This is an optimization exercise on Yosys and OpenROAD, whose aim is small area, a short achievable clock period and few clock cycles, not a production implementation.
No run shown here included a check of the RTL's function; only the layout flow was run.
No activity file was given, so power comes from the tool's default toggle rates.

## constraint.sdc

```tcl
create_clock -name core_clock -period 7.0 [get_ports {clk}]
set_input_delay 1.4000 -clock core_clock [delete_from_list [all_inputs] [get_ports {clk}]]
set_output_delay 1.4000 -clock core_clock [all_outputs]
set_load 0.01 [all_outputs]
```

## run.sh

```bash
#!/bin/bash
# synth_recipe.tcl (not shown) runs the flow's synth.tcl, then flattens the netlist and writes it again
# the make line also repeats each setting of config.mk as NAME=value (left out here)
make -C /OpenROAD-flow-scripts/flow DESIGN_CONFIG=/design/flow/config.mk WORK_HOME=/design/flow/orfs CLKGATE_MAP_FILE= SYNTH_SCRIPT=/design/flow/synth_recipe.tcl finish
```

## config.mk

```make
export PLATFORM = sky130hd
export DESIGN_NAME = life_top
export DESIGN_NICKNAME = life_top
export VERILOG_FILES = /design/flow/design.v
export SDC_FILE = /design/flow/constraint.sdc
export NUM_CORES = 4
export LEC_CHECK = 0
export ABC_CLOCK_PERIOD_IN_PS = 2500
export CAP_MARGIN = 20
export CORE_MARGIN = 2
export CORE_UTILIZATION = 40
export SLEW_MARGIN = 20
```

## design.v

```verilog
`timescale 1ns/1ps
module preset_rom (
    input  logic [2:0]             preset,
    input  logic [5-1:0] row,
    output logic [40-1:0]  pattern
);
    always_comb begin
        pattern = '0;
        case (preset)
            3'd1: begin
                case (row)
                    5'd0:    pattern = (40'(7'b1) << (40 - (1) - (1)));
                    5'd1:    pattern = (40'(7'b11) << (40 - (2) - (2)));
                    5'd2:    pattern = (40'(7'b11) << (40 - (1) - (2)));
                    default: pattern = '0;
                endcase
            end
            3'd2: begin
                case (row)
                    5'd13, 5'd17:        pattern = (40'(7'b10101) << (40 - (17) - (5)));
                    5'd14, 5'd15, 5'd16: pattern = (40'(7'b10001) << (40 - (17) - (5)));
                    default:             pattern = '0;
                endcase
            end
            3'd3: begin
                case (row)
                    5'd13, 5'd14: pattern = (40'(7'b11011) << (40 - (17) - (5)));
                    5'd15:        pattern = (40'(7'b01010) << (40 - (17) - (5)));
                    5'd16, 5'd17: pattern = (40'(7'b1010101) << (40 - (16) - (7)));
                    5'd18:        pattern = (40'(7'b1100011) << (40 - (16) - (7)));
                    default:      pattern = '0;
                endcase
            end
            default: pattern = '0;    
        endcase
    end
endmodule
`timescale 1ns/1ps
module life_row_rule (
    input  logic [40-1:0] above,
    input  logic [40-1:0] middle,
    input  logic [40-1:0] below,
    output logic [40-1:0] next
);
    logic [40+1:0] l, h;
    assign l[0] = 1'b0; assign h[0] = 1'b0;
    assign l[40+1] = 1'b0; assign h[40+1] = 1'b0;
    for (genvar i = 0; i < 40; i++) begin : g_col
        assign {h[i+1], l[i+1]} = 2'(above[i]) + 2'(middle[i]) + 2'(below[i]);
    end
    for (genvar i = 0; i < 40; i++) begin : g_cell
        logic s1, c1, n0, c2, one;
        assign {c1, s1} = 2'(l[i]) + 2'(l[i+2]) + 2'(above[i]);
        assign n0  = s1 ^ below[i];
        assign c2  = s1 & below[i];
        assign one = ((h[i] ^ h[i+2]) & ~(c1 | c2)) | ((c1 ^ c2) & ~(h[i] | h[i+2]));
        assign next[i] = one & (n0 | middle[i]);
    end
endmodule
`timescale 1ns/1ps
module life_engine (
    input  logic                   clk,
    input  logic                   reset_n,
    input  logic                   preset_load,
    input  logic [2:0]             preset_sel,
    input  logic                   toggle,
    input  logic [6-1:0] cell_x,
    input  logic [5-1:0] cell_y,
    input  logic                   step,
    input  logic                   rd_en,
    input  logic [5-1:0] rd_row,
    output logic                   busy,
    output logic                   rd_valid,
    output logic [40-1:0]  rd_data
);
    localparam int C  = 40;
    localparam int R  = 30;
    localparam int K  = 6;       
    localparam int G  = R / K;                
    localparam int PW = (G > 8) ? 4 : (G > 4) ? 3 : (G > 2) ? 2 : 1;
    logic                   busy_q;
    logic                   op_pre, op_tgl, op_stp, op_rd;
    logic [PW-1:0]          cnt;               
    logic [G-1:0]           ptr;               
    logic [2:0]             sel_q;
    logic [6-1:0] x_q;
    logic [5-1:0] y_q;               
    logic                   accept;
    assign accept = !busy_q && (preset_load || toggle || step || rd_en);
    assign busy   = busy_q;
    always_ff @(posedge clk) begin
        if (!busy_q) begin
            sel_q <= preset_sel;
            x_q   <= cell_x;
            y_q   <= toggle ? cell_y : rd_row;
        end
    end
    logic [G-1:0] y_grp;
    logic [K-1:0] y_off;
    always_comb begin
        y_grp = '0;
        y_off = '0;
        for (int g = 0; g < G; g++)
            for (int j = 0; j < K; j++)
                if (y_q == 5'(g * K + j)) begin
                    y_grp[g] = 1'b1;
                    y_off[j] = 1'b1;
                end
    end
    logic [G-1:0] ptr_nx;
    assign ptr_nx = {ptr[G-2:0], ptr[G-1]};
    logic grp_last;       
    logic tgl_here;       
    assign grp_last = (cnt == PW'(G - 1));
    assign tgl_here = |(ptr & y_grp);
    always_ff @(posedge clk or negedge reset_n) begin
        if (!reset_n) begin
            busy_q   <= 1'b0;
            op_pre   <= 1'b0;
            op_tgl   <= 1'b0;
            op_stp   <= 1'b0;
            op_rd    <= 1'b0;
            cnt      <= '0;
            ptr      <= G'(1);
            rd_valid <= 1'b0;
        end else begin
            ptr      <= ptr_nx;
            rd_valid <= op_rd;
            if (accept) begin
                op_pre <= preset_load;
                op_tgl <= !preset_load && toggle;
                op_stp <= !preset_load && !toggle && step;
                op_rd  <= !preset_load && !toggle && !step && rd_en;
                cnt    <= '0;
                busy_q <= 1'b1;
            end else begin
                if (grp_last) begin
                    op_pre <= 1'b0;
                    op_stp <= 1'b0;
                end
                if (tgl_here) op_tgl <= 1'b0;
                op_rd  <= 1'b0;
                cnt    <= cnt + 1'b1;
                busy_q <= ((op_pre || op_stp) && (32'(cnt) + 2 < G)) ||
                          (op_tgl && !tgl_here && !(|(ptr_nx & y_grp)));
            end
        end
    end
    logic [R*C-1:0] grid;
    logic [C-1:0]   prev;      
    logic [C-1:0]   first;     
    logic [C-1:0] head [0:K-1];
    for (genvar j = 0; j < K; j++) begin : g_head
        assign head[j] = grid[j*C +: C];
    end
    logic [C-1:0] above, below;
    assign above = ptr[0] ? '0 : prev;
    assign below = ptr[G-1] ? '0 :
                   (op_stp && grp_last) ? first : grid[K*C +: C];
    logic [C-1:0] col_hit;
    assign col_hit = C'(1) << (C - 1 - 32'(x_q));
    logic [K*C-1:0] eng_out;
    logic [C-1:0]   pass_last;
    for (genvar j = 0; j < K; j++) begin : g_row
        logic [C-1:0] up, dn, nxt, pat, pass, keep;
        logic         row_hit;
        assign up = (j == 0)     ? above : head[(j == 0) ? 0 : j - 1];
        assign dn = (j == K - 1) ? below : head[(j == K - 1) ? 0 : j + 1];
        life_row_rule u_rule (
            .above  (up),
            .middle (head[j]),
            .below  (dn),
            .next   (nxt)
        );
        logic [C-1:0] pat_g [0:G-1];
        for (genvar g = 0; g < G; g++) begin : g_rom
            preset_rom u_rom (
                .preset  (sel_q),
                .row     (5'(g * K + j)),
                .pattern (pat_g[g])
            );
        end
        always_comb begin
            pat = '0;
            for (int g = 0; g < G; g++)
                pat = pat | (pat_g[g] & {C{ptr[g]}});
        end
        assign row_hit = op_tgl && tgl_here && y_off[j];
        assign pass    = head[j] ^ (row_hit ? col_hit : '0);
        assign keep = op_pre ? pat : pass;
        assign eng_out[j*C +: C] = op_stp ? nxt : keep;
        if (j == K - 1) begin : g_last
            assign pass_last = (op_stp && !grp_last) ? head[j] : eng_out[j*C +: C];
        end
    end
    always_ff @(posedge clk) begin
        grid[(G-1)*K*C +: K*C] <= eng_out;
        for (int p = 0; p < G - 1; p++)
            grid[p*K*C +: K*C] <= grid[(p+1)*K*C +: K*C];
        prev <= pass_last;
        if (op_stp && cnt == '0) first <= head[0];
    end
    logic [R-1:0] rd_sel;
    logic [C-1:0] rd_word;
    logic [G-1:0] rd_pos;      
    always_comb begin
        rd_pos = '0;
        for (int p = 0; p < G; p++)
            for (int v = 0; v < G; v++)
                if (ptr[v] && y_grp[(v + p) % G]) rd_pos[p] = 1'b1;
        for (int p = 0; p < G; p++)
            for (int j = 0; j < K; j++)
                rd_sel[p*K + j] = rd_pos[p] && y_off[j];
    end
    always_comb begin
        rd_word = '0;
        for (int q = 0; q < R; q++)
            rd_word = rd_word | (grid[q*C +: C] & {C{rd_sel[q]}});
    end
    always_ff @(posedge clk) begin
        rd_data <= rd_word;
    end
endmodule
`timescale 1ns/1ps
module life_top (
    input  logic                   clk,
    input  logic                   reset_n,
    input  logic                   preset_load,
    input  logic [2:0]             preset_sel,
    input  logic                   toggle,
    input  logic [6-1:0] cell_x,
    input  logic [5-1:0] cell_y,
    input  logic                   step,
    input  logic                   rd_en,
    input  logic [5-1:0] rd_row,
    output logic                   busy,
    output logic                   rd_valid,
    output logic [40-1:0]  rd_data
);
    life_engine u_life_engine (
        .clk         (clk),
        .reset_n     (reset_n),
        .preset_load (preset_load),
        .preset_sel  (preset_sel),
        .toggle      (toggle),
        .cell_x      (cell_x),
        .cell_y      (cell_y),
        .step        (step),
        .rd_en       (rd_en),
        .rd_row      (rd_row),
        .busy        (busy),
        .rd_valid    (rd_valid),
        .rd_data     (rd_data)
    );
endmodule
```

==> reports/results.ini, run 1 <==
[worst_hold_path]
hp-class = reg -> reg

[route]
wire_per_inst_um = 30.3
drt-total-wl_mm = 264
drc = 0
vias = 52800
first_iter_violations = 6933
vias_per_cell = 6.07
postRouteAntennaNets = 0
dr.pass1.iters = 6

[die]
core_region_area_mm2 = 0.170
ios = 67
die-area_mm2 = 0.175
start_util_pct = 40.4
die_w_um = 418
row_count = 151
die_y_um = 418

[pwr]
p_leak_nw = 30.7
power_density_mw_per_mm2 = 245
irDropWorstVdd_mv = 0.374

[synth]
synth-seq-area-share_pct = 40.2
postSynthCellCount = 6346
ys_types = 86
synth_area_mm2 = 0.0686
synth_edf_count = 54
synth_fp_nets = 7540
ys_ff_latch = 1348
avgSynthCellArea_um2 = 10.8
async_flop_share_pct = 1.04
ys_warn_count = 10
synthFlopType = dfxtp_1

[timing]
setup_viol = 0
finalSetupTns_ps = 0
max_slew_margin_pct = 19.9
hold_violations = 0
worst_pin_slew_ps = 1200
rsz0062_at_grt = false
drv_slew = 0
finalCritPeriodShare_pct = 73.6
whs_ps = 334
max_freq_mhz = 194
min_period_ps = 5150
skew_ps = 33.8
setup_ws_ps = 1850

[worst_setup_path]
worst_ep_arrival_time_ps = 5880
cp-endpoint = u_life_engine.grid[1045]
crit_chain = nor2b_1, o21ai_1, and3_2, nor3_2, buf_4, nand2_1, or4_1, nand3_1
rrSetupSlack_ps = 1850
cp.required_ps = 7730
ff2ff_path_depth = 8
crit_cells = 8
cpPeakStageDelay_ps = 820
path_max_fanout = 37
worst-path-buf-inv = 1
crit_path_end_kind = flip-flop
path_class = reg -> reg
r2r_end = u_life_engine.grid[1045]
slowest_stage = edfxtp_1
cp-start-kind = flip-flop
path_delay_family = simple AND/OR/NAND/NOR gates
crit-reg2reg-launch = u_life_engine.y_q[3]
crit_start = u_life_engine.y_q[3]

[layout]
final_cell_mix = dfxtp_1 (1280), inv_1 (759), ha_1 (689)
layout_commonest_cell = dfxtp_1
drive_gt1_share_pct = 6.73
design_area_mm2 = 0.0769
nNetsFinal = 7552
areaGrowthSynthToFinish_pct = 12.1

[clocking]
cts_inserted_buffers = 142
cts.sinks = 1348
clk_path_buf_depth = 3
root_buffer = clkbuf_16
path_clk_slew_ps = 70
clk_latency_ps = 810
cts_setup_buffers = 0
cts_htree_levels = 4
cts_resized = 0
holdBufCountCts = 0
cts_tree = yes

[global_routing]
antenna_found_initial = 16
grt_pass1_vias = 52100
grt_pass1_wl_mm = 375
grt_usage_pct = 29.8
overflow = 0
grt_max_degree = 145

[placed_design]
placed_area_mm2 = 0.0719
gp_congestion = 0.944
place_ws_ps = 2090
hpwl_mm = 188
io_buffers = 66

[outcome]
status = timing/DRC/antenna clean

[job]
cap_violations = 0

-- how the worst min path moves through the flow --
stage | startpoint | end | slack [ps] | cells after the start
2_1_floorplan | u_life_engine.grid[999] | u_life_engine.grid[759] | 320 | 0
3_3_place_gp | u_life_engine.grid[309] | u_life_engine.grid[69] | 330 | 0
3_5_place_dp | u_life_engine.grid[528] | u_life_engine.grid[288] | 330 | 0
4_1_cts | u_life_engine.grid[600] | u_life_engine.grid[360] | 330 | 0
5_1_grt | u_life_engine.grid[651] | u_life_engine.grid[411] | 340 | 0
6_report | u_life_engine.grid[600] | u_life_engine.grid[360] | 330 | 0
-- per-stage QoR --
stage	util, %	power [mW]	std cells
floorplan	-	9.51	6346
global placement	42.3	10.7	8432
detailed placement	42.3	10.8	8432
CTS	45.3	18.7	8694
global route	45.3	19.2	8695
finish	45.3	18.8	8698
-- layout make-up --
type,instances,area [µm²]
Multi-Input combinational cell,3941,37200
Clock inverter,68,975
Inverter,759,2850
Fill cell,15500,93000
Antenna cell,4,10.0
Sequential cell,1348,27600
Clock buffer,194,4020
Timing Repair Buffer,166,1450
Tap cell,2218,2780
-- metal layers --
layer / part of all wire [%] / track usage [%] / up-vias
met5: 0.035 / 0 / -
met4: 5.9 / 15.7 / 12
met3: 9.5 / 5.83 / 700
met2: 44 / 46.0 / 2994
met1: 40 / 39.3 / 26500
li1: - / - / 22600
-- cells in the mapped netlist (13+ instances only) --
cell type | n | area share [%]
dfxtp_1 | 1280 | 37
inv_1 | 759 | 4.2
ha_1 | 689 | 13
fa_1 | 480 | 14
nand2_1 | 403 | 2.2
a22oi_1 | 391 | 4.3
o21ai_0 | 257 | 1.9
clkbuf_1 | 195 | 1.1
o211ai_1 | 158 | 1.7
xor2_1 | 147 | 1.9
a22o_1 | 127 | 1.6
o22ai_1 | 123 | 1.1
nand3_1 | 112 | 0.82
a21oi_1 | 109 | 0.80
mux2i_1 | 107 | 1.6
nor2_1 | 98 | 0.54
or4_1 | 74 | 0.81
nor2b_1 | 68 | 0.62
buf_2 | 62 | 0.45
a221oi_1 | 57 | 0.73
edfxtp_1 | 54 | 2.4
nand4_1 | 46 | 0.42
a32o_1 | 41 | 0.60
o221ai_1 | 36 | 0.46
xnor2_1 | 31 | 0.40
and3_1 | 27 | 0.25
buf_1 | 25 | 0.14
a222oi_1 | 24 | 0.35
o31a_1 | 24 | 0.31
mux2_2 | 21 | 0.34
a2bb2oi_1 | 20 | 0.26
nor3_1 | 20 | 0.15
a221o_1 | 15 | 0.22
nor4_1 | 15 | 0.14
o2bb2ai_1 | 15 | 0.19
a31oi_1 | 13 | 0.12
dfrtp_1 | 13 | 0.47
-- worst register-to-register path, cell delays in order, from the launching register on --
cell and delay, ps:
edfxtp_1 820, nor2b_1 790, o21ai_1 510, and3_2 770
nor3_2 630, buf_4 310, nand2_1 530, or4_1 620
nand3_1 100
-- report_power, final --
part	total [mW]	switching (mW)	internal, mW
combinational	2.69	2.19	0.502
sequential	8.03	0.195	7.84
clock	8.11	3.45	4.66
total	18.8	5.84	13.0
-- flip-flops by register name (all words and copies together), names as in the netlist, 3 cells and up --
register               count
u_life_engine.x_q          6
u_life_engine.prev        40
u_life_engine.first       40
u_life_engine.sel_q        3
u_life_engine.grid      1200
u_life_engine.rd_data     40
u_life_engine.ptr          5
u_life_engine.cnt          3
u_life_engine.y_q          5
-- cell families (layout without fill, tap and decap cells) --
kind of cell             after synthesis  in the layout  share of synthesized area, %
AO/OA/AOI/OAI                       1509           1509                          16.0
XOR/XNOR                             179            179                          2.31
adder cells (fa/ha/maj)             1169           1169                          26.6
buffers and inverters               1057           1187                          6.01
flip-flops                          1348           1348                          40.2
multiplexers                         128            128                          1.91
other                                  0              4                             0
AND/OR/NAND/NOR                      956            956                          6.97
==> run 2, diff against run 1 <==
--- a/config.mk
+++ b/config.mk
@@ -6,5 +6,4 @@
 export NUM_CORES = 4
 export LEC_CHECK = 0
-export ABC_CLOCK_PERIOD_IN_PS = 2500
 export CAP_MARGIN = 20
 export CORE_MARGIN = 2
==> run 2 against run 1 <==
  * Largest power group unchanged
  * Maximum frequency unchanged
  * Sequential cell count unchanged
  * Count of clock-buffer cells in the layout unchanged
  * Synthesized cell count unchanged
  * Die area unchanged
  * Design area unchanged
  * Still clean on timing, DRC and antenna
  * Largest cell class unchanged
==> reports/results.ini, run 2 <==
[synth]
synthMuxAreaShare_pct = 1.91  ; unchanged
yosys.area.top_type = dfxtp_1
synth_area_mm2 = 0.0686  ; unchanged
synth.top_cells.by_count = dfxtp_1 (1280), inv_1 (759), ha_1 (689)
synth_edf_count = 54  ; unchanged
synth-adder-area-share_pct = 26.6  ; unchanged
synthXorXnorAreaFrac_pct = 2.31  ; unchanged
ys_warn_count = 10  ; unchanged
ys_types = 86  ; unchanged
yosys.area_share.simple_pct = 6.97  ; unchanged
postSynthCellCount = 6346  ; unchanged
synth_most_common_cell = dfxtp_1
synthFlopType = dfxtp_1
ys_top_cells_by_area = dfxtp_1 (37%), fa_1 (14%), ha_1 (13%), a22oi_1 (4.3%), inv_1 (4.2%)
synth_fp_nets = 7540  ; unchanged
ys_ff_latch = 1348  ; unchanged
synth_top_family_by_area = adder cells
avgSynthCellArea_um2 = 10.8  ; unchanged
yosysTopAreaCellShare_pct = 37.4  ; unchanged
synth_compound_area_share_pct = 16.0  ; unchanged
synth-seq-area-share_pct = 40.2  ; unchanged
async_flop_share_pct = 1.04  ; unchanged

[route]
dr_wl_met3_mm = 25.0  ; unchanged
vias = 52800  ; unchanged
drt-total-wl_mm = 264  ; unchanged
vias_per_cell = 6.07  ; unchanged
postRouteAntennaNets = 0  ; unchanged
first_iter_violations = 6933  ; unchanged
met2WireLength_mm = 117  ; unchanged
drc = 0  ; unchanged
wire_per_inst_um = 30.3  ; unchanged
dr.pass1.iters = 6  ; unchanged
dr.max_layer_used = met5
wl_met1_mm = 106  ; unchanged

[timing]
drv_slew = 0  ; unchanged
min_period_ps = 5150  ; unchanged
setup_viol = 0  ; unchanged
rsz0062_at_grt = false
hold_violations = 0  ; unchanged
finalCritPeriodShare_pct = 73.6  ; unchanged
skew_ps = 33.8  ; unchanged
worst_pin_slew_ps = 1200  ; unchanged
max_slew_margin_pct = 19.9  ; unchanged
finalSetupTns_ps = 0  ; unchanged
max_freq_mhz = 194  ; unchanged
setup_ws_ps = 1850  ; unchanged

[global_routing]
grt_usage_pct = 29.8  ; unchanged
grt_pass1_vias = 52100  ; unchanged
overflow = 0  ; unchanged
antenna_found_initial = 16  ; unchanged
grt_pass1_wl_mm = 375  ; unchanged
grt_max_degree = 145  ; unchanged

[worst_setup_path]
worst_ep_arrival_time_ps = 5880  ; about the same
path_class = reg -> reg
path_max_fanout = 37  ; unchanged
crit-reg2reg-launch = u_life_engine.y_q[3]
cp-start-kind = flip-flop
r2r_end = u_life_engine.grid[1045]
cp.required_ps = 7730  ; about the same
rrSetupSlack_ps = 1850  ; about the same
crit_path_end_kind = flip-flop
ff2ff_path_depth = 8  ; unchanged

[pwr]
irDropWorstVdd_mv = 0.374  ; unchanged
finalPower_mw = 18.8  ; unchanged
power_density_mw_per_mm2 = 245  ; unchanged
p_leak_nw = 30.7  ; unchanged

[placed_design]
place_ws_ps = 2090  ; unchanged
hpwl_mm = 188  ; unchanged
placed_area_mm2 = 0.0719  ; unchanged
gp_congestion = 0.944  ; unchanged
io_buffers = 66  ; unchanged

[job]
cap_violations = 0  ; unchanged

[die]
die-area_mm2 = 0.175  ; unchanged
start_util_pct = 40.4  ; unchanged
row_count = 151  ; unchanged
ios = 67  ; unchanged
die_y_um = 418  ; unchanged
core_region_area_mm2 = 0.170  ; unchanged
die_w_um = 418  ; unchanged

[clocking]
cts_resized = 0  ; unchanged
cts.sinks = 1348  ; unchanged
path_clk_slew_ps = 70  ; about the same
cts_tree = yes
cts_setup_buffers = 0  ; unchanged
holdBufCountCts = 0  ; unchanged
root_buffer = clkbuf_16
cts_inserted_buffers = 142  ; unchanged
clk_latency_ps = 810  ; about the same
cts_htree_levels = 4  ; unchanged
clk_path_buf_depth = 3  ; unchanged

[layout]
layout_commonest_cell = dfxtp_1
design_area_mm2 = 0.0769  ; unchanged
areaGrowthSynthToFinish_pct = 12.1  ; unchanged
drive_gt1_share_pct = 6.73  ; unchanged
largest_reg_flops = 1200  ; unchanged
nNetsFinal = 7552  ; unchanged
fillers = 15500  ; unchanged
largest_register = u_life_engine.grid
final_cell_mix = dfxtp_1 (1280), inv_1 (759), ha_1 (689)

[worst_hold_path]
worstHoldStart = u_life_engine.grid[600]
whs_path_depth = 0  ; unchanged
hp-class = reg -> reg
holdPathEnd = u_life_engine.grid[360]

[outcome]
status = timing/DRC/antenna clean

[run 2: cell counts in the layout (fill, tap and decap cells not counted)]
Identical to the previous run, type by type.
[run 2: cells by family after synthesis]
logic type | after synthesis
DFF | 1348
adders and majority gates | 1169
buffers and inverters | 1057
muxes | 128
AOI/OAI and AO/OA | 1509
and+or+nand+nor | 956
xor gates and xnor gates | 179
[run 2: stage by stage]
stage	util [%]	hold WS, ps	cells
after floorplan	-	323	6346
after global placement	42.3	326	8432
after detailed placement	42.3	331	8432
after CTS	45.3	331	8694
after global routing	45.3	344	8695
final	45.3	334	8698
[run 2: cell type report]
cell class / instances / area [µm²] / share of cell area [%]
multi-input combinational: 3941 / 37200 / 48.4
sequential: 1348 / 27600 / 35.9
clock buffer: 194 / 4020 / 5.23
inverter: 759 / 2850 / 3.71
tap: 2218 / 2780 / 3.61
timing repair buffer: 166 / 1450 / 1.88
clock inverter: 68 / 975 / 1.27
antenna: 4 / 10.0 / 0.0130
[run 2: how the worst max path moves through the flow]
stage                                     end  cells past startpoint  slack [ps]                  from
floorplan            u_life_engine.grid[1198]                     17        3130  u_life_engine.cnt[0]
global placement    u_life_engine.rd_data[23]                      8        2230  u_life_engine.y_q[3]
detailed placement     u_life_engine.prev[10]                     14        2090  u_life_engine.op_stp
CTS                  u_life_engine.grid[1048]                      8        2060  u_life_engine.y_q[3]
global route         u_life_engine.grid[1047]                      8        1660  u_life_engine.y_q[3]
finish               u_life_engine.grid[1045]                      8        1850  u_life_engine.y_q[3]
[run 2: layer usage]
metal  GRT usage, %  up-vias
li1               -    22600
met1           39.3    26500
met2           46.0     2994
met3           5.83      700
met4           15.7       12
met5              0        -
[run 2: worst max-delay path, cell delays in order, from the launching register on]
cell	delay, ps
edfxtp_1	820
nor2b_1	780
o21ai_1	510
and3_2	770
nor3_2	620
buf_4	310
nand2_1	530
or4_1	610
nand3_1	100
[run 2: power breakdown]
part,switching [mW],internal [mW]
clock,3.45,4.66
sequential,0.195,7.84
combinational,2.19,0.502
==> run 3, diff against run 2 <==
--- a/design.v
+++ b/design.v
@@ -84,27 +84,41 @@
     logic [G-1:0]           ptr;               
     logic [2:0]             sel_q;
-    logic [6-1:0] x_q;
-    logic [5-1:0] y_q;               
+    logic [4:0]             xh_q;              
+    logic [7:0]             xl_q;              
+    logic [G-1:0]           y_grp;             
+    logic [K-1:0]           y_off;             
     logic                   accept;
     assign accept = !busy_q && (preset_load || toggle || step || rd_en);
     assign busy   = busy_q;
+    logic [5-1:0] y_in;
+    logic [G-1:0]           y_grp_d;
+    logic [K-1:0]           y_off_d;
+    logic [4:0]             xh_d;
+    logic [7:0]             xl_d;
+    assign y_in = toggle ? cell_y : rd_row;
+    always_comb begin
+        y_grp_d = '0;
+        y_off_d = '0;
+        for (int g = 0; g < G; g++)
+            for (int j = 0; j < K; j++)
+                if (y_in == 5'(g * K + j)) begin
+                    y_grp_d[g] = 1'b1;
+                    y_off_d[j] = 1'b1;
+                end
+        xh_d = '0;
+        xl_d = '0;
+        for (int h = 0; h < 5; h++)
+            if (cell_x[5:3] == 3'(h)) xh_d[h] = 1'b1;
+        for (int l = 0; l < 8; l++)
+            if (cell_x[2:0] == 3'(l)) xl_d[l] = 1'b1;
+    end
     always_ff @(posedge clk) begin
         if (!busy_q) begin
             sel_q <= preset_sel;
-            x_q   <= cell_x;
-            y_q   <= toggle ? cell_y : rd_row;
-        end
-    end
-    logic [G-1:0] y_grp;
-    logic [K-1:0] y_off;
-    always_comb begin
-        y_grp = '0;
-        y_off = '0;
-        for (int g = 0; g < G; g++)
-            for (int j = 0; j < K; j++)
-                if (y_q == 5'(g * K + j)) begin
-                    y_grp[g] = 1'b1;
-                    y_off[j] = 1'b1;
-                end
+            xh_q  <= xh_d;
+            xl_q  <= xl_d;
+            y_grp <= y_grp_d;
+            y_off <= y_off_d;
+        end
     end
     logic [G-1:0] ptr_nx;
@@ -159,5 +173,7 @@
                    (op_stp && grp_last) ? first : grid[K*C +: C];
     logic [C-1:0] col_hit;
-    assign col_hit = C'(1) << (C - 1 - 32'(x_q));
+    for (genvar b = 0; b < C; b++) begin : g_colhit
+        assign col_hit[b] = xh_q[(C - 1 - b) / 8] && xl_q[(C - 1 - b) % 8];
+    end
     logic [K*C-1:0] eng_out;
     logic [C-1:0]   pass_last;
--- a/config.mk
+++ b/config.mk
@@ -9,3 +9,4 @@
 export CORE_MARGIN = 2
 export CORE_UTILIZATION = 40
+export SETUP_SLACK_MARGIN = 3.5
 export SLEW_MARGIN = 20
==> run 3 against run 2 <==
  * Non-clock buffer count increased by 45
  * First-iteration DRC count decreased by 15%
  * Worst setup slack improved by 1600 ps
  * Clock skew increased by 15 ps
  * Maximum frequency increased by 44%
  * Hold slack improved by 3.9 ps
  * Sequential share of layout area increased by 0.46 points
  * Die area decreased by 2.5%
  * Synthesized cell count decreased by 4.4%
  * Critical path type unchanged
  * Critical endpoint is now u_life_engine.prev[20]
==> reports/results.ini, run 3 <==
[global_routing]
grt_pass1_wl_mm = 347  ; -7.6%
grt_usage_pct = 28.0  ; -1.8 points
antenna_found_initial = 10  ; -6
overflow = 0  ; unchanged
grt_max_degree = 147  ; +1.4%
grt_pass1_vias = 49900  ; -4.3%

[clocking]
cts_tree = yes
cts.sinks = 1361  ; +0.96%
root_buffer = clkbuf_16
cts_htree_levels = 4  ; unchanged
holdBufCountCts = 0  ; unchanged
clk_path_buf_depth = 3  ; unchanged
path_clk_slew_ps = 60  ; about the same
clk_latency_ps = 820  ; about the same
cts_inserted_buffers = 144  ; +1.4%

[layout]
layout_commonest_cell = dfxtp_1
drive_gt1_share_pct = 9.99  ; +3.3 points
largest_reg_flops = 1200  ; unchanged
areaGrowthSynthToFinish_pct = 15.2
largest_register = u_life_engine.grid
nNetsFinal = 7336  ; -2.9%
fin_cells = 8471  ; -2.6%
fillers = 15100  ; -2.7%
final_cell_mix = dfxtp_1 (1280), inv_1 (743), ha_1 (648)

[die]
die_w_um = 413  ; -1.2%
die-area_mm2 = 0.170  ; -2.5%
core_region_area_mm2 = 0.167  ; -1.9%
start_util_pct = 40.1  ; -0.25 points
die_y_um = 413  ; -1.2%
row_count = 150  ; -0.66%
ios = 67  ; unchanged

[worst_setup_path]
path_class = reg -> reg
path_delay_family = adder cells
cp.required_ps = 7650  ; -80 ps
worst_ep_arrival_time_ps = 4230  ; -1650 ps
cp-start-kind = flip-flop
path_max_fanout = 8  ; -78%
worst-path-buf-inv = 4  ; +3
slowest_stage = fa_1
cpPeakStageDelay_ps = 540  ; -280 ps
crit_path_end_kind = flip-flop
crit_chain = inv_2, ha_4, and3_4, buf_12, buf_4, nand2_4, a21oi_4, fa_2, fa_1, ha_2, inv_2, ha_4, a22oi_2, o21ai_1, mux2i_1, o21ai_1

[route]
drt-total-wl_mm = 242  ; -8.1%
dr.pass1.iters = 8  ; +2
first_iter_violations = 5885  ; -15%
vias = 50800  ; -3.8%
wire_per_inst_um = 28.6  ; -5.6%
vias_per_cell = 6.00  ; -1.2%
drc = 0  ; unchanged
postRouteAntennaNets = 0  ; unchanged

[timing]
max_slew_margin_pct = 16.4  ; -3.5 points
worst_pin_slew_ps = 1250  ; +55.7 ps
rsz0062_at_grt = true
min_period_ps = 3590  ; -1570 ps
finalCritPeriodShare_pct = 51.3  ; -22 points
skew_ps = 48.8  ; +15.0 ps
drv_slew = 0  ; unchanged
max_freq_mhz = 279  ; +44%
finalSetupTns_ps = 0  ; unchanged
hold_violations = 0  ; unchanged
setup_viol = 0  ; unchanged

[outcome]
status = timing/DRC/antenna clean

[synth]
ys_ff_latch = 1361  ; +0.96%
synth_fp_nets = 7262  ; -3.7%
ys_types = 60  ; -30%
yosys.area.top_type = dfxtp_1
synth_area_mm2 = 0.0669  ; -2.5%
postSynthCellCount = 6069  ; -4.4%
yosysTopAreaCellShare_pct = 38.3  ; +0.95 points
synth_most_common_cell = dfxtp_1
ys_warn_count = 10  ; unchanged
synthFlopType = dfxtp_1
synth-seq-area-share_pct = 41.9  ; +1.6 points
ys_top_cells_by_area = dfxtp_1 (38%), fa_1 (14%), ha_1 (13%), a22oi_1 (5.1%), inv_1 (4.3%)
async_flop_share_pct = 1.03  ; -0.0099 points
avgSynthCellArea_um2 = 11.0  ; +2.0%
synth_edf_count = 67  ; +24%
synth.top_cells.by_count = dfxtp_1 (1280), inv_1 (761), ha_1 (688)

[pwr]
irDropWorstVdd_mv = 0.316  ; -16%
finalPower_mw = 18.6  ; -1.5%
power_density_mw_per_mm2 = 241  ; -1.6%
p_leak_nw = 29.5  ; -4.1%

[placed_design]
place_inst = 8123  ; -3.7%
gp_congestion = 0.917  ; -2.9%
io_buffers = 66  ; unchanged
hpwl_mm = 162  ; -14%

[job]
cap_violations = 0  ; unchanged

[worst_hold_path]
hp-class = reg -> reg

run 3: cell families (layout without fill, tap and decap cells):
group,after synthesis,count (layout),share of synthesized area [%]
AO/OA/AOI/OAI,1599,1599,17.3
adder cells (fa/ha/maj),1168,1168,27.2
multiplexers,16,16,0.241
AND/OR/NAND/NOR,671,679,4.78
buffers and inverters,1054,1233,5.94
other,0,11,0
flip-flops,1361,1361,41.9
XOR/XNOR,200,200,2.62
run 3: worst paths after layout:
check / slack [ps] / cells past startpoint / end / startpoint
worst min-delay path: 340 / 0 / u_life_engine.grid[157] / u_life_engine.grid[397]
max in group asynchronous: 5220 / 1 / u_life_engine.ptr[4] / reset_n
worst min register to register: 340 / 0 / u_life_engine.grid[157] / u_life_engine.grid[397]
min in group asynchronous: 1100 / 1 / u_life_engine.rd_valid / reset_n
worst max-delay path: 3410 / 16 / u_life_engine.prev[20] / u_life_engine.cnt[0]
worst max register to register: 3410 / 16 / u_life_engine.prev[20] / u_life_engine.cnt[0]
run 3: repair_timing:
item / in CTS / in global routing
pin swaps: 27 / 125
setup buffers: 32 / 34
resized for setup: 61 / 210
setup endpoints to repair: 192 / 80
cloned: 8 / 2
run 3: where the power goes:
group / internal, mW / switching [mW]
Sequential: 7.95 / 0.274
Combinational: 0.338 / 1.91
Clock: 4.73 / 3.36
run 3: stage by stage:
step,util (%),hold slack [ps],setup slack [ps],instance area (µm²)
3_5_place_dp,42.1,336,2610,70200
3_3_place_gp,42.1,332,2770,70200
2_1_floorplan,-,327,3480,66900
5_1_grt,46.2,340,3290,77000
6_report,46.2,338,3410,77000
4_1_cts,45.5,333,3490,75800
run 3: per-layer routing:
layer / vias up / global-route usage [%] / wire (µm)
met3: 601 / 7.09 / 25200
met1: 25500 / 37.1 / 98300
met4: 8 / 13.2 / 12200
met5: - / 0 / 57
met2: 2765 / 42.6 / 107000
li1: 21900 / - / -
run 3: cell type report:
type / count / area [µm²] / area share (%)
Sequential cell: 1361 / 28000 / 36.4
Clock inverter: 64 / 785 / 1.02
Multi-Input combinational cell: 3662 / 36200 / 47.1
Inverter: 763 / 2860 / 3.72
Tap cell: 2204 / 2760 / 3.58
Antenna cell: 11 / 27.5 / 0.0357
Clock buffer: 195 / 4240 / 5.51
Timing Repair Buffer: 211 / 2090 / 2.71
==> run 4, diff against run 3 <==
--- a/config.mk
+++ b/config.mk
@@ -9,4 +9,4 @@
 export CORE_MARGIN = 2
 export CORE_UTILIZATION = 40
-export SETUP_SLACK_MARGIN = 3.5
+export SETUP_SLACK_MARGIN = 4.2
 export SLEW_MARGIN = 20
==> run 4 against run 3 <==
  * Hold slack got worse by 5.4 ps
  * Worst setup slack got worse by 59 ps
  * Count of clock-buffer cells in the layout rose by 16
  * Via count is 6.4% higher
  * Highest routed layer unchanged
==> reports/results.ini, run 4 <==
[outcome]
status = timing/DRC/antenna clean

[worst_setup_path]
worst_ep_arrival_time_ps = 4280  ; +50 ps
crit_start = u_life_engine.cnt[0]
cp.required_ps = 7640  ; about the same
cpPeakStageDelay_ps = 570  ; +30 ps
path_class = reg -> reg
crit_path_end_kind = flip-flop
crit_chain = inv_2, ha_4, buf_12, buf_6, nand3_4, buf_12, nand2_1, a21oi_2, fa_2, fa_1, ha_1, inv_1, ha_1, a22oi_1, o21a_1, o221ai_1
cp-start-kind = flip-flop
path_max_fanout = 9  ; +1
slowest_stage = fa_1
crit-reg2reg-launch = u_life_engine.cnt[0]

[route]
first_iter_violations = 6930  ; +18%
vias_per_cell = 6.12  ; +2.0%
dr.pass1.iters = 9  ; +1
vias = 54100  ; +6.4%
drt-total-wl_mm = 266  ; +10%
wire_per_inst_um = 30.2  ; +5.5%
postRouteAntennaNets = 0  ; unchanged
drc = 0  ; unchanged

[die]
ios = 67  ; unchanged
die-area_mm2 = 0.170  ; unchanged
die_y_um = 413  ; unchanged
core_region_area_mm2 = 0.167  ; unchanged
die_w_um = 413  ; unchanged
row_count = 150  ; unchanged
start_util_pct = 40.1  ; unchanged

[timing]
finalCritPeriodShare_pct = 52.1  ; +0.85 points
min_period_ps = 3650  ; +59.2 ps
hold_violations = 0  ; unchanged
rsz0062_at_grt = true
worst_pin_slew_ps = 1110  ; -146 ps
setup_viol = 0  ; unchanged
max_slew_margin_pct = 26.1  ; +9.8 points
finalSetupTns_ps = 0  ; unchanged
max_freq_mhz = 274  ; -1.6%
skew_ps = 35.1  ; -13.7 ps
drv_slew = 0  ; unchanged

[synth]
ys_ff_latch = 1361  ; unchanged
synth_top_family_by_area = adder cells
synthXorXnorAreaFrac_pct = 2.62  ; unchanged
yosys.area.top_type = dfxtp_1
yosysTopAreaCellShare_pct = 38.3  ; unchanged
synth_area_mm2 = 0.0669  ; unchanged
synth.top_cells.by_count = dfxtp_1 (1280), inv_1 (761), ha_1 (688)
synth-adder-area-share_pct = 27.2  ; unchanged
synth_fp_nets = 7262  ; unchanged
ys_types = 60  ; unchanged
avgSynthCellArea_um2 = 11.0  ; unchanged
postSynthCellCount = 6069  ; unchanged
async_flop_share_pct = 1.03  ; unchanged
synth_compound_area_share_pct = 17.3  ; unchanged
synthFlopType = dfxtp_1
synth_most_common_cell = dfxtp_1
synthMuxAreaShare_pct = 0.241  ; unchanged
yosys.area_share.simple_pct = 4.78  ; unchanged
synth-seq-area-share_pct = 41.9  ; unchanged
ys_warn_count = 10  ; unchanged
synth_edf_count = 67  ; unchanged
ys_top_cells_by_area = dfxtp_1 (38%), fa_1 (14%), ha_1 (13%), a22oi_1 (5.1%), inv_1 (4.3%)

[pwr]
p_sw_mw = 5.92  ; +6.8%
p_int_mw = 13.2  ; +1.3%
p_sw_share_pct = 31.0  ; +1.1 points
p_leak_nw = 32.1  ; +8.8%
irDropWorstVdd_mv = 0.289  ; -8.5%
pwr-share-seq_pct = 42.9  ; -1.4 points
power_density_mw_per_mm2 = 228  ; -5.5%
power_frac_comb_pct = 14.2  ; +2.1 points
clkPwrFrac_pct = 42.9  ; -0.7 points
finalPower_mw = 19.1  ; +2.9%

[layout]
largest_reg_flops = 1200  ; unchanged
fillers = 14200  ; -5.4%
layout_commonest_cell = dfxtp_1
largest_register = u_life_engine.grid
drive_gt1_share_pct = 24.0  ; +14 points
final_cell_mix = dfxtp_1 (1090), inv_1 (683), ha_1 (553)
areaGrowthSynthToFinish_pct = 25.4
nNetsFinal = 7699  ; +4.9%

[clocking]
path_clk_slew_ps = 70  ; about the same
cts.sinks = 1361  ; unchanged
cts_htree_levels = 4  ; unchanged
clk_latency_ps = 830  ; about the same
root_buffer = clkbuf_16
cts_inserted_buffers = 145  ; +0.69%
clk_path_buf_depth = 3  ; unchanged
holdBufCountCts = 0  ; unchanged
cts_tree = yes

[global_routing]
overflow = 0  ; unchanged
grt_pass1_wl_mm = 372  ; +7.3%
grt_usage_pct = 30.2  ; +2.2 points
grt_max_degree = 107  ; -27%
antenna_found_initial = 17  ; +7
grt_pass1_vias = 53200  ; +6.8%

[worst_hold_path]
worstHoldStart = u_life_engine.grid[345]
hp-class = reg -> reg

[job]
cap_violations = 0  ; unchanged

[placed_design]
io_buffers = 66  ; unchanged
hpwl_mm = 162  ; about the same
gp_congestion = 0.922  ; +0.58%

## run 4: cell counts after synthesis
Identical to the previous run, type by type.
## run 4: power groups by stage
stage | clock (mW) | sequential, mW | combinational (mW)
2_1_floorplan | 0 | 8.18 | 1.14
5_1_grt | 8.53 | 8.17 | 2.72
6_report | 8.20 | 8.19 | 2.71
3_3_place_gp | 0 | 8.34 | 2.04
3_5_place_dp | 0 | 8.34 | 2.05
4_1_cts | 8.21 | 8.18 | 2.46
## run 4: path summary, 6_finish.rpt
kind,cells after the start,to,slack [ps]
setup / recovery,16,u_life_engine.prev[21],3350
hold / removal,0,u_life_engine.grid[105],330
setup reg to reg,16,u_life_engine.prev[21],3350
hold reg to reg,0,u_life_engine.grid[105],330
max in group asynchronous,1,u_life_engine.op_stp,5160
min in group asynchronous,1,u_life_engine.rd_valid,1130
## run 4: worst max-delay path: cells and delay by family (launching register included)
family	cells	cell delay (ps)
DFF	1	380
and+or+nand+nor	2	190
AOI/OAI and AO/OA	4	620
adders and majority gates	5	1710
buffers and inverters	5	570
## run 4: repair_timing
item | in CTS | in global routing
pin swaps | 287 | 274
resized for setup | 755 | 484
endpoints found under the setup margin | 370 | 277
buffers inserted | 277 | 136
cloned | 23 | 3
## run 4: kinds of logic (layout without fill, tap and decap cells)
group,after synthesis,in the layout
AOI/OAI and AO/OA,1599,1603
DFF,1361,1361
adders and majority gates,1168,1168
buffers and inverters,1054,1594
and+or+nand+nor,671,684
xor gates and xnor gates,200,200
muxes,16,16
other,0,7
## run 4: area by class of cell
cell class / count / area, µm² / share of cell area, %
Antenna cell: 7 / 17.5 / 0.0209
Timing Repair Buffer: 564 / 6220 / 7.42
Clock inverter: 56 / 654 / 0.781
Clock buffer: 211 / 4400 / 5.25
Tap cell: 2204 / 2760 / 3.29
Multi-Input combinational cell: 3671 / 38600 / 46.0
Inverter: 763 / 2870 / 3.42
Sequential cell: 1361 / 28300 / 33.8
## run 4: routing by layer
layer / track usage (%) / vias up / part of all wire, %
li1: - / 22600 / -
met1: 38.3 / 27000 / 38
met2: 45.9 / 3536 / 44
met3: 8.20 / 888 / 12
met4: 18.0 / 20 / 6.8
met5: 0 / - / 0.052
## run 4: through the flow
step                      setup slack, ps  hold slack, ps  area, µm²  cells  utilization, %
after floorplan                      3630             327      67200   6069               -
after global placement               2820             331      70400   8123            42.2
after detailed placement             2620             335      70400   8124            42.2
after CTS                            3510             335      80700   8691            48.4
after global routing                 3260             334      83800   8831            50.3
final                                3350             333      83800   8837            50.3
==> run 5, diff against run 4 <==
--- a/design.v
+++ b/design.v
@@ -78,8 +78,8 @@
     localparam int K  = 6;       
     localparam int G  = R / K;                
-    localparam int PW = (G > 8) ? 4 : (G > 4) ? 3 : (G > 2) ? 2 : 1;
     logic                   busy_q;
     logic                   op_pre, op_tgl, op_stp, op_rd;
-    logic [PW-1:0]          cnt;               
+    logic [G-1:0]           stg;               
+    logic                   use_first;         
     logic [G-1:0]           ptr;               
     logic [2:0]             sel_q;
@@ -126,14 +126,15 @@
     logic grp_last;       
     logic tgl_here;       
-    assign grp_last = (cnt == PW'(G - 1));
+    assign grp_last = stg[G-1];
     assign tgl_here = |(ptr & y_grp);
     always_ff @(posedge clk or negedge reset_n) begin
         if (!reset_n) begin
             busy_q   <= 1'b0;
+            use_first <= 1'b0;
             op_pre   <= 1'b0;
             op_tgl   <= 1'b0;
             op_stp   <= 1'b0;
             op_rd    <= 1'b0;
-            cnt      <= '0;
+            stg      <= '0;
             ptr      <= G'(1);
             rd_valid <= 1'b0;
@@ -146,6 +147,7 @@
                 op_stp <= !preset_load && !toggle && step;
                 op_rd  <= !preset_load && !toggle && !step && rd_en;
-                cnt    <= '0;
-                busy_q <= 1'b1;
+                stg       <= G'(1);
+                use_first <= 1'b0;
+                busy_q    <= 1'b1;
             end else begin
                 if (grp_last) begin
@@ -155,6 +157,7 @@
                 if (tgl_here) op_tgl <= 1'b0;
                 op_rd  <= 1'b0;
-                cnt    <= cnt + 1'b1;
-                busy_q <= ((op_pre || op_stp) && (32'(cnt) + 2 < G)) ||
+                stg       <= {stg[G-2:0], 1'b0};
+                use_first <= op_stp && stg[G-2];
+                busy_q <= ((op_pre || op_stp) && !stg[G-1] && !stg[G-2]) ||
                           (op_tgl && !tgl_here && !(|(ptr_nx & y_grp)));
             end
@@ -171,5 +174,5 @@
     assign above = ptr[0] ? '0 : prev;
     assign below = ptr[G-1] ? '0 :
-                   (op_stp && grp_last) ? first : grid[K*C +: C];
+                   use_first ? first : grid[K*C +: C];
     logic [C-1:0] col_hit;
     for (genvar b = 0; b < C; b++) begin : g_colhit
@@ -215,5 +218,5 @@
             grid[p*K*C +: K*C] <= grid[(p+1)*K*C +: K*C];
         prev <= pass_last;
-        if (op_stp && cnt == '0) first <= head[0];
+        if (op_stp && stg[0]) first <= head[0];
     end
     logic [R-1:0] rd_sel;
--- a/config.mk
+++ b/config.mk
@@ -9,4 +9,4 @@
 export CORE_MARGIN = 2
 export CORE_UTILIZATION = 40
-export SETUP_SLACK_MARGIN = 4.2
+export SETUP_SLACK_MARGIN = 4.0
 export SLEW_MARGIN = 20
==> run 5 against run 4 <==
  * Sequential cell count increased by 3
  * First-iteration DRC count fell by 5.3%
  * Hold slack got worse by 25 ps
  * Clock skew grew 10 ps
  * Combinational power decreased by 21%
  * Area after synthesis decreased by 0.12%
  * Core utilization shrank 1.7 points
  * Count of clock-buffer cells in the layout is 19 lower
  * Routed wire length down 4.8%
  * Highest routed layer unchanged
  * Worst setup slack better by 180 ps
  * Cell count fell by 3.4%
  * Global-route usage is 1.1 points lower
==> reports/results.ini, run 5 <==
[outcome]
status = timing/DRC/antenna clean

[worst_setup_path]
crit_path_end_kind = flip-flop
worst_ep_arrival_time_ps = 4100  ; -180 ps
path_class = reg -> reg
ff2ff_path_depth = 13  ; -3
cpPeakStageDelay_ps = 550  ; -20 ps
cp-start-kind = flip-flop
r2r_end = u_life_engine.prev[28]
crit_chain = buf_12, buf_16, mux2i_4, nor2_4, fa_2, buf_6, fa_1, ha_2, inv_2, ha_4, a22o_1, o211ai_1, o221ai_1
path_delay_family = adder cells
worst-path-buf-inv = 4  ; -1
rrSetupSlack_ps = 3540  ; +180 ps
cp.required_ps = 7630  ; about the same
crit-reg2reg-launch = u_life_engine.use_first
path_max_fanout = 5  ; -4
slowest_stage = dfrtp_4

[synth]
postSynthCellCount = 5970  ; -1.6%
ys_warn_count = 10  ; unchanged
ys_ff_latch = 1364  ; +0.22%
synth_area_mm2 = 0.0668  ; -0.12%
synthFlopType = dfxtp_1
yosys.area.top_type = dfxtp_1
synth_most_common_cell = dfxtp_1
async_flop_share_pct = 1.25  ; +0.22 points
synth.top_cells.by_count = dfxtp_1 (1280), inv_1 (763), ha_1 (684)
ys_types = 62  ; +3.3%
ys_top_cells_by_area = dfxtp_1 (38%), fa_1 (14%), ha_1 (13%), a22oi_1 (4.4%), inv_1 (4.3%)
synth-seq-area-share_pct = 42.0  ; +0.16 points
synth_edf_count = 67  ; unchanged
yosysTopAreaCellShare_pct = 38.4  ; +0.047 points
avgSynthCellArea_um2 = 11.2  ; +1.5%
synth_fp_nets = 7159  ; -1.4%

[pwr]
irDropWorstVdd_mv = 0.324  ; +12%
p_leak_nw = 30.9  ; -3.6%
clkPwrFrac_pct = 45.2  ; +2.3 points
pwr-share-seq_pct = 43.5  ; +0.6 points
p_sw_mw = 5.62  ; -5.1%
p_int_mw = 13.2  ; +0.51%
finalPower_mw = 18.9  ; -1.2%
power_density_mw_per_mm2 = 235  ; +3.0%
p_sw_share_pct = 29.8  ; -1.2 points
power_frac_comb_pct = 11.3  ; -2.9 points

[timing]
hold_violations = 0  ; unchanged
rsz0062_at_grt = true
finalCritPeriodShare_pct = 49.5  ; -2.6 points
setup_viol = 0  ; unchanged
max_slew_margin_pct = 21.6  ; -4.6 points
finalSetupTns_ps = 0  ; unchanged
skew_ps = 45.1  ; +9.98 ps
setup_ws_ps = 3540  ; +185 ps
max_freq_mhz = 289  ; +5.3%
worst_pin_slew_ps = 1180  ; +68.6 ps
min_period_ps = 3460  ; -185 ps
drv_slew = 0  ; unchanged
whs_ps = 308  ; -24.8 ps

[global_routing]
overflow = 0  ; unchanged
grt_max_degree = 120  ; +12%
antenna_found_initial = 18  ; +1
grt_usage_pct = 29.1  ; -1.1 points
grt_pass1_vias = 51300  ; -3.6%
grt_pass1_wl_mm = 360  ; -3.4%

[layout]
nNetsFinal = 7409  ; -3.8%
drive_gt1_share_pct = 18.0  ; -6.0 points
areaGrowthSynthToFinish_pct = 20.4
fillers = 14400  ; +1.5%
fin_util_pct = 48.6  ; -1.7 points
largest_reg_flops = 1200  ; unchanged
design_area_mm2 = 0.0804  ; -4.1%
final_cell_mix = dfxtp_1 (1190), inv_1 (698), ha_1 (563)
layout_commonest_cell = dfxtp_1
largest_register = u_life_engine.grid
fin_cells = 8534  ; -3.4%

[clocking]
clk_path_buf_depth = 3  ; unchanged
path_clk_slew_ps = 70  ; about the same
root_buffer = clkbuf_16
clk_latency_ps = 820  ; about the same
cts_tree = yes
cts_htree_levels = 4  ; unchanged
cts.sinks = 1364  ; +0.22%
cts_inserted_buffers = 146  ; +0.69%

[placed_design]
gp_congestion = 0.907  ; -1.7%
hpwl_mm = 166  ; +2.3%
place_ws_ps = 2690  ; +64.7 ps
place_inst = 8023  ; -1.2%
io_buffers = 66  ; unchanged
placed_area_mm2 = 0.0701  ; -0.38%

[die]
die_w_um = 413  ; about the same
start_util_pct = 40.4  ; +0.26 points
die-area_mm2 = 0.170  ; -0.12%
ios = 67  ; unchanged
die_y_um = 413  ; about the same
core_region_area_mm2 = 0.165  ; -0.78%
row_count = 149  ; -0.67%

[route]
first_iter_violations = 6564  ; -5.3%
vias_per_cell = 6.07  ; -0.82%
wire_per_inst_um = 29.7  ; -1.4%
dr.pass1.iters = 9  ; unchanged
drt-total-wl_mm = 254  ; -4.8%
drc = 0  ; unchanged
postRouteAntennaNets = 0  ; unchanged
vias = 51800  ; -4.2%

[worst_hold_path]
hp-class = reg -> reg
holdPathEnd = u_life_engine.grid[168]
worstHoldStart = u_life_engine.grid[408]
whs_path_depth = 0  ; unchanged

[job]
cap_violations = 0  ; unchanged

run 5: cell count changes after synthesis, moves of 17 or more:
cell / change
buf_1: -17
mux2i_1: +36
a22o_1: +30
o311ai_0: +33
a21oi_1: -53
a221oi_1: +20
a22oi_1: -67
or4_1: -29
a222oi_1: +17
nand2_1: -69
nand3_1: -23
o211ai_1: +17
nor2_1: +42
run 5: worst max path at each step:
stage,startpoint,endpoint,slack (ps),depth (start not counted)
3_3_place_gp,u_life_engine.ptr[4],u_life_engine.rd_data[14],2820,7
2_1_floorplan,u_life_engine.use_first,u_life_engine.prev[37],3930,15
3_5_place_dp,u_life_engine.ptr[4],u_life_engine.rd_data[14],2690,7
6_report,u_life_engine.use_first,u_life_engine.prev[28],3540,13
4_1_cts,u_life_engine.use_first,u_life_engine.grid[1190],3650,11
5_1_grt,u_life_engine.use_first,u_life_engine.prev[26],3480,12
run 5: cell type report:
cell class                 count  area (µm²)  area share [%]
multi-input combinational   3564       37200            46.3
inverter                     767        2880            3.58
clock inverter                78        1080            1.34
antenna                        3        7.51         0.00933
tap                         2189        2740            3.41
clock buffer                 192        4250            5.28
sequential                  1364       28200            35.1
timing repair buffer         377        4020            4.99
run 5: cell families (layout without fill, tap and decap cells):
group	count (synthesis)	after routing	share of synthesized area (%)
DFF	1364	1364	42.0
muxes	52	52	0.781
and+or+nand+nor	566	569	3.87
buffers and inverters	1047	1414	5.90
adders and majority gates	1164	1164	27.2
other	0	3	0
xor gates and xnor gates	199	199	2.61
AOI/OAI and AO/OA	1578	1580	17.6
run 5: worst register-to-register path: cells and delay by family (launching register included):
kind	cells	cell delay, ps
compound gates	3	480
flops	1	550
mux	1	220
simple gates	1	140
buf+inv	4	510
fa+ha+maj	4	1370
run 5: per-layer routing:
layer | part of all wire (%) | vias to the layer above | wire length, µm | global-route usage [%]
met5 | 0.030 | - | 76 | 0
met4 | 6.2 | 12 | 15600 | 15.5
met3 | 11 | 736 | 28400 | 6.41
met2 | 44 | 3101 | 111000 | 44.5
met1 | 39 | 26000 | 98900 | 38.4
li1 | - | 22000 | - | -
run 5: repair_timing:
action | in CTS | in global routing
pin swaps | 131 | 198
gates cloned | 5 | 5
setup endpoints to repair | 332 | 225
buffers inserted | 94 | 134
resized for setup | 383 | 415
hold buffers | 0 | 0
run 5: power by group through the flow:
stage	clock [mW]	sequential, mW	combinational (mW)
floorplan	0	8.18	1.08
global placement	0	8.37	1.95
detailed placement	0	8.37	1.96
CTS	8.55	8.19	2.00
global route	8.86	8.20	2.16
finish	8.52	8.22	2.13
==> run 6, diff against run 5 <==
--- a/config.mk
+++ b/config.mk
@@ -9,4 +9,4 @@
 export CORE_MARGIN = 2
 export CORE_UTILIZATION = 40
-export SETUP_SLACK_MARGIN = 4.0
+export SETUP_SLACK_MARGIN = 4.3
 export SLEW_MARGIN = 20
==> run 6 against run 5 <==
  * Still clean
  * Synthesized cell count stayed put
  * Die area stayed put
  * Sequential power is 0.6% lower
  * Area after synthesis stayed put
  * Routed wire length is 7.8% higher
  * Design area is 4.8% higher
  * Combinational power is 12% higher
  * First-iteration DRC count is 17% higher
  * Sequential cell count stayed put
  * Largest power group unchanged
==> reports/results.ini, run 6 <==
[outcome]
status = timing/DRC/antenna clean

[route]
wire_per_inst_um = 31.3  ; +5.4%
drt-total-wl_mm = 274  ; +7.8%
drc = 0  ; unchanged
vias_per_cell = 6.17  ; +1.7%
first_iter_violations = 7660  ; +17%
vias = 53900  ; +4.0%
postRouteAntennaNets = 0  ; unchanged
dr.pass1.iters = 7  ; -2

[synth]
synth-seq-area-share_pct = 42.0  ; unchanged
ys_types = 62  ; unchanged
synth_fp_nets = 7159  ; unchanged
ys_ff_latch = 1364  ; unchanged
async_flop_share_pct = 1.25  ; unchanged
avgSynthCellArea_um2 = 11.2  ; unchanged
ys_top_cells_by_area = dfxtp_1 (38%), fa_1 (14%), ha_1 (13%), a22oi_1 (4.4%), inv_1 (4.3%)
yosys.area.top_type = dfxtp_1
synth_area_mm2 = 0.0668  ; unchanged
postSynthCellCount = 5970  ; unchanged
yosysTopAreaCellShare_pct = 38.4  ; unchanged
ys_warn_count = 10  ; unchanged
synth_edf_count = 67  ; unchanged
synthFlopType = dfxtp_1
synth.top_cells.by_count = dfxtp_1 (1280), inv_1 (763), ha_1 (684)
synth_most_common_cell = dfxtp_1

[global_routing]
grt_pass1_vias = 52400  ; +2.1%
grt_max_degree = 120  ; unchanged
antenna_found_initial = 19  ; +1
overflow = 0  ; unchanged
grt_pass1_wl_mm = 374  ; +4.0%
grt_usage_pct = 30.5  ; +1.4 points

[timing]
drv_slew = 0  ; unchanged
max_freq_mhz = 296  ; +2.4%
min_period_ps = 3380  ; -80.5 ps
finalCritPeriodShare_pct = 48.3  ; -1.2 points
finalSetupTns_ps = 0  ; unchanged
rsz0062_at_grt = true
max_slew_margin_pct = 21.3  ; -0.23 points
worst_pin_slew_ps = 1180  ; +2.14 ps
setup_ws_ps = 3620  ; +80.5 ps
skew_ps = 66.0  ; +20.9 ps
setup_viol = 0  ; unchanged
hold_violations = 0  ; unchanged

[worst_hold_path]
whs_path_depth = 0  ; unchanged
holdPathEnd = u_life_engine.grid[131]
worstHoldStart = u_life_engine.grid[371]
hp-class = reg -> reg

[clocking]
cts_htree_levels = 4  ; unchanged
path_clk_slew_ps = 60  ; about the same
root_buffer = clkbuf_16
holdBufCountCts = 0  ; unchanged
clk_latency_ps = 840  ; +20 ps
cts_tree = yes
clk_path_buf_depth = 3  ; unchanged
cts.sinks = 1364  ; unchanged
cts_inserted_buffers = 146  ; unchanged

[placed_design]
gp_congestion = 0.918  ; +1.3%
hpwl_mm = 168  ; +1.6%
place_ws_ps = 2820  ; +128 ps
io_buffers = 66  ; unchanged

[worst_setup_path]
path_class = reg -> reg
cp-start-kind = flip-flop
crit_path_end_kind = flip-flop
crit-reg2reg-launch = u_life_engine.use_first
cp.required_ps = 7660  ; +30 ps
rrSetupSlack_ps = 3620  ; +80 ps
worst_ep_arrival_time_ps = 4040  ; -60 ps
path_max_fanout = 4  ; -1
r2r_end = u_life_engine.prev[32]
ff2ff_path_depth = 12  ; -1

[die]
core_region_area_mm2 = 0.165  ; unchanged
ios = 67  ; unchanged
die-area_mm2 = 0.170  ; unchanged
row_count = 149  ; unchanged
start_util_pct = 40.4  ; unchanged
die_w_um = 413  ; unchanged
die_y_um = 413  ; unchanged

[job]
cap_violations = 0  ; unchanged

[layout]
drive_gt1_share_pct = 25.5  ; +7.4 points
final_cell_mix = dfxtp_1 (1071), inv_1 (716), ha_1 (597)
fin_util_pct = 51.0  ; +2.3 points
largest_reg_flops = 1200  ; unchanged
areaGrowthSynthToFinish_pct = 26.2
fillers = 14000  ; -3.2%
largest_register = u_life_engine.grid
layout_commonest_cell = dfxtp_1
nNetsFinal = 7600  ; +2.6%

[pwr]
p_leak_nw = 32.3  ; +4.6%
power_density_mw_per_mm2 = 223  ; -4.7%
irDropWorstVdd_mv = 0.311  ; -4.1%
finalPower_mw = 18.8  ; -0.14%

[run 6: cell type report]
class	count	area [µm²]	share of cell area, %
Multi-Input combinational cell	3571	38500	45.7
Timing Repair Buffer	561	6420	7.61
Inverter	767	2890	3.42
Sequential cell	1364	28600	33.9
Tap cell	2189	2740	3.25
Clock buffer	198	4220	5.01
Antenna cell	10	25.0	0.0297
Clock inverter	71	905	1.07
[run 6: cells by family after synthesis]
| logic type | Yosys count | synth area share, % |
|---|---|---|
| multiplexers | 52 | 0.781 |
| AND/OR/NAND/NOR | 566 | 3.87 |
| XOR/XNOR | 199 | 2.61 |
| adder cells (fa/ha/maj) | 1164 | 27.2 |
| flip-flops | 1364 | 42.0 |
| AO/OA/AOI/OAI | 1578 | 17.6 |
| buffers and inverters | 1047 | 5.90 |
[run 6: critical path: stages (launching register included)]
cell      delay [ps]
dfrtp_4          550
buf_4            170
buf_8            130
mux2i_1          180
nor2_2            80
fa_2             650
fa_1             470
ha_1             200
inv_1             60
ha_1             220
a22o_1           180
o211ai_1         150
o221ai_1         160
[run 6: power by group]
group	switching, mW	internal [mW]	leakage, nW	total (mW)
Clock	3.54	4.75	2.51	8.29
Combinational	2.07	0.316	18.5	2.38
Sequential	0.249	7.92	11.3	8.17
[run 6: metrics by stage]
stage          cell area, µm²  hold WS [ps]  std cells
6_report                84300           303       8731
5_1_grt                 84300           321       8723
4_1_cts                 79900           319       8523
3_5_place_dp            70500           335       8033
3_3_place_gp            70500           332       8033
2_1_floorplan           67200           327       5970
[run 6: what timing repair did]
item / CTS / global route
gates resized for setup: 803 / 637
setup buffers: 203 / 179
pin swaps: 158 / 296
gates cloned: 18 / 19
endpoints found under the hold margin: 0 / 0
setup endpoints to repair: 402 / 334
[run 6: layer usage]
layer  GRT usage [%]  share of wire [%]
met1            39.8                 38
met2            44.9                 42
met3            9.73                 13
met4            16.3                6.5
met5               0              0.048
[run 6: how the worst max path moves through the flow]
stage,from,depth (start not counted),end,slack (ps)
5_1_grt,u_life_engine.use_first,11,u_life_engine.prev[13],3570
4_1_cts,u_life_engine.use_first,11,u_life_engine.prev[13],3730
3_5_place_dp,toggle,4,u_life_engine.y_grp[4],2820
3_3_place_gp,toggle,4,u_life_engine.y_grp[4],2810
2_1_floorplan,u_life_engine.use_first,15,u_life_engine.prev[37],3940
6_report,u_life_engine.use_first,12,u_life_engine.prev[32],3620
==> run 7, diff against run 6 <==
--- a/design.v
+++ b/design.v
@@ -82,4 +82,5 @@
     logic [G-1:0]           stg;               
     logic                   use_first;         
+    logic                   first_cyc;         
     logic [G-1:0]           ptr;               
     logic [2:0]             sel_q;
@@ -132,4 +133,5 @@
             busy_q   <= 1'b0;
             use_first <= 1'b0;
+            first_cyc <= 1'b0;
             op_pre   <= 1'b0;
             op_tgl   <= 1'b0;
@@ -149,4 +151,5 @@
                 stg       <= G'(1);
                 use_first <= 1'b0;
+                first_cyc <= !preset_load && !toggle && step;
                 busy_q    <= 1'b1;
             end else begin
@@ -159,4 +162,5 @@
                 stg       <= {stg[G-2:0], 1'b0};
                 use_first <= op_stp && stg[G-2];
+                first_cyc <= 1'b0;
                 busy_q <= ((op_pre || op_stp) && !stg[G-1] && !stg[G-2]) ||
                           (op_tgl && !tgl_here && !(|(ptr_nx & y_grp)));
@@ -172,5 +176,6 @@
     end
     logic [C-1:0] above, below;
-    assign above = ptr[0] ? '0 : prev;
+    assign above = ptr[0] ? '0 :
+                   first_cyc ? grid[((G-1)*K + K-1)*C +: C] : prev;
     assign below = ptr[G-1] ? '0 :
                    use_first ? first : grid[K*C +: C];
@@ -180,5 +185,4 @@
     end
     logic [K*C-1:0] eng_out;
-    logic [C-1:0]   pass_last;
     for (genvar j = 0; j < K; j++) begin : g_row
         logic [C-1:0] up, dn, nxt, pat, pass, keep;
@@ -209,7 +213,4 @@
         assign keep = op_pre ? pat : pass;
         assign eng_out[j*C +: C] = op_stp ? nxt : keep;
-        if (j == K - 1) begin : g_last
-            assign pass_last = (op_stp && !grp_last) ? head[j] : eng_out[j*C +: C];
-        end
     end
     always_ff @(posedge clk) begin
@@ -217,5 +218,5 @@
         for (int p = 0; p < G - 1; p++)
             grid[p*K*C +: K*C] <= grid[(p+1)*K*C +: K*C];
-        prev <= pass_last;
+        prev <= head[K-1];
         if (op_stp && stg[0]) first <= head[0];
     end
--- a/config.mk
+++ b/config.mk
@@ -9,4 +9,4 @@
 export CORE_MARGIN = 2
 export CORE_UTILIZATION = 40
-export SETUP_SLACK_MARGIN = 4.3
+export SETUP_SLACK_MARGIN = 4.0
 export SLEW_MARGIN = 20
==> run 7 against run 6 <==
  * Total power shrank 2.0%
  * Still clean on timing, DRC and antenna
  * Largest cell class unchanged
  * Non-clock buffer count shrank 268
  * Critical endpoint is now u_life_engine.grid[969]
  * Sequential cell count grew 1
  * Area after synthesis shrank 0.48%
  * Synthesized cell count grew 0.28%
  * Die area shrank 0.47%
==> reports/results.ini, run 7 <==
[synth]
async_flop_share_pct = 1.32  ; +0.072 points
synth.top_cells.by_count = dfxtp_1 (1280), inv_1 (757), ha_1 (684)
yosysTopAreaCellShare_pct = 38.6  ; +0.18 points
ys_top_cells_by_area = dfxtp_1 (39%), fa_1 (14%), ha_1 (13%), a22oi_1 (6.5%), inv_1 (4.3%)
synth_edf_count = 67  ; unchanged
synth_most_common_cell = dfxtp_1
synthFlopType = dfxtp_1
postSynthCellCount = 5987  ; +0.28%
synth_area_mm2 = 0.0665  ; -0.48%
ys_types = 55  ; -11%
ys_warn_count = 10  ; unchanged

[route]
dr.pass1.iters = 9  ; +2
first_iter_violations = 6020  ; -21%
drc = 0  ; unchanged
vias_per_cell = 5.91  ; -4.2%
vias = 50100  ; -7.1%
postRouteAntennaNets = 0  ; unchanged

[worst_setup_path]
slowest_stage = fa_1
worst_ep_arrival_time_ps = 3980  ; -60 ps
crit-reg2reg-launch = u_life_engine.first_cyc
crit_chain = buf_12, buf_12, buf_8, mux2i_1, nor2_2, fa_1, buf_4, fa_1, ha_2, inv_2, ha_4, a22o_1, o211ai_1, nand3_1
ff2ff_path_depth = 14  ; +2

[layout]
nNetsFinal = 7345  ; -3.4%
largest_reg_flops = 1200  ; unchanged
areaGrowthSynthToFinish_pct = 18.3
drive_gt1_share_pct = 16.0  ; -9.5 points

[clocking]
cts_htree_levels = 4  ; unchanged
clk_path_buf_depth = 3  ; unchanged
clk_latency_ps = 810  ; -30 ps
path_clk_slew_ps = 60  ; about the same
root_buffer = clkbuf_16
cts_inserted_buffers = 144  ; -1.4%
holdBufCountCts = 0  ; unchanged

[worst_hold_path]
holdPathEnd = u_life_engine.grid[149]
whs_path_depth = 0  ; unchanged
worstHoldStart = u_life_engine.grid[389]

[die]
row_count = 149  ; unchanged
start_util_pct = 40.3  ; -0.10 points
core_region_area_mm2 = 0.165  ; -0.23%

[timing]
finalCritPeriodShare_pct = 47.3  ; -0.99 points
max_freq_mhz = 302  ; +2.1%
drv_slew = 0  ; unchanged
max_slew_margin_pct = 20.3  ; -1.0 points

[pwr]
p_leak_nw = 29.8  ; -7.9%
p_sw_share_pct = 29.9  ; -1.2 points

[placed_design]
place_inst = 8041  ; +0.10%

[outcome]
status = timing/DRC/antenna clean

[job]
cap_violations = 0  ; unchanged

[global_routing]
grt_pass1_vias = 50400  ; -3.8%

run 7: worst register-to-register path, delay by kind of cell (launching register included):
kind / cells / cell delay, ps
buf+inv: 5 / 670
mux: 1 / 190
fa+ha+maj: 4 / 1370
compound gates: 2 / 270
simple gates: 2 / 220
flops: 1 / 480
run 7: cell type report:
cell class,count,area [µm²],share of cell area [%]
Timing Repair Buffer,293,2980,3.79
Clock inverter,70,902,1.15
Multi-Input combinational cell,3595,36800,46.8
Clock buffer,197,4190,5.32
Sequential cell,1365,28200,35.8
Tap cell,2189,2740,3.48
Inverter,757,2840,3.61
Antenna cell,4,10.0,0.0127
run 7: worst max-delay path by stage:
stage / start / to / slack [ps] / depth (start not counted)
floorplan: u_life_engine.ptr[0] / u_life_engine.grid[997] / 3980 / 13
global placement: u_life_engine.ptr[0] / u_life_engine.grid[998] / 3100 / 12
detailed placement: u_life_engine.ptr[0] / u_life_engine.grid[998] / 3020 / 12
CTS: u_life_engine.first_cyc / u_life_engine.grid[967] / 3760 / 13
global route: u_life_engine.first_cyc / u_life_engine.grid[969] / 3610 / 14
finish: u_life_engine.first_cyc / u_life_engine.grid[969] / 3690 / 14
run 7: metrics by stage:
| step | power, mW | util [%] | hold slack (ps) | area (µm²) | worst slack, ps |
|---|---|---|---|---|---|
| floorplan | 9.30 | - | 323 | 66600 | 3980 |
| global placement | 10.3 | 42.2 | 327 | 69600 | 3100 |
| CTS | 18.4 | 46.7 | 320 | 77100 | 3760 |
| finish | 18.5 | 47.7 | 316 | 78600 | 3690 |
| detailed placement | 10.3 | 42.2 | 330 | 69600 | 3020 |
| global route | 18.9 | 47.6 | 328 | 78600 | 3610 |
run 7: cell families after synthesis:
| group | synth area share, % |
|---|---|
| xor+xnor | 2.49 |
| mux | 1.39 |
| fa+ha+maj | 27.3 |
| buf+inv | 5.84 |
| compound gates | 16.7 |
| flops | 42.3 |
| simple gates | 3.97 |
run 7: repair_timing:
action                                  4_1_cts  5_1_grt
gates resized for setup                     423      233
buffers inserted                             93       53
pin swaps                                   267      276
endpoints found under the setup margin      259      116
gates cloned                                 10        2
run 7: layer usage:
layer  GRT usage (%)  up-vias  share of wire [%]
met5               0        -              0.045
met4            12.7       14                5.1
met3            5.88      575                9.9
met2            41.6     2608                 44
met1            37.3    25200                 41
li1                -    21700                  -
run 7: power groups by stage:
stage,Clock [mW],Combinational (mW),Sequential [mW]
5_1_grt,8.50,2.18,8.20
6_report,8.12,2.14,8.21
3_3_place_gp,0,1.95,8.37
2_1_floorplan,0,1.11,8.19
4_1_cts,8.19,2.03,8.19
3_5_place_dp,0,1.96,8.37
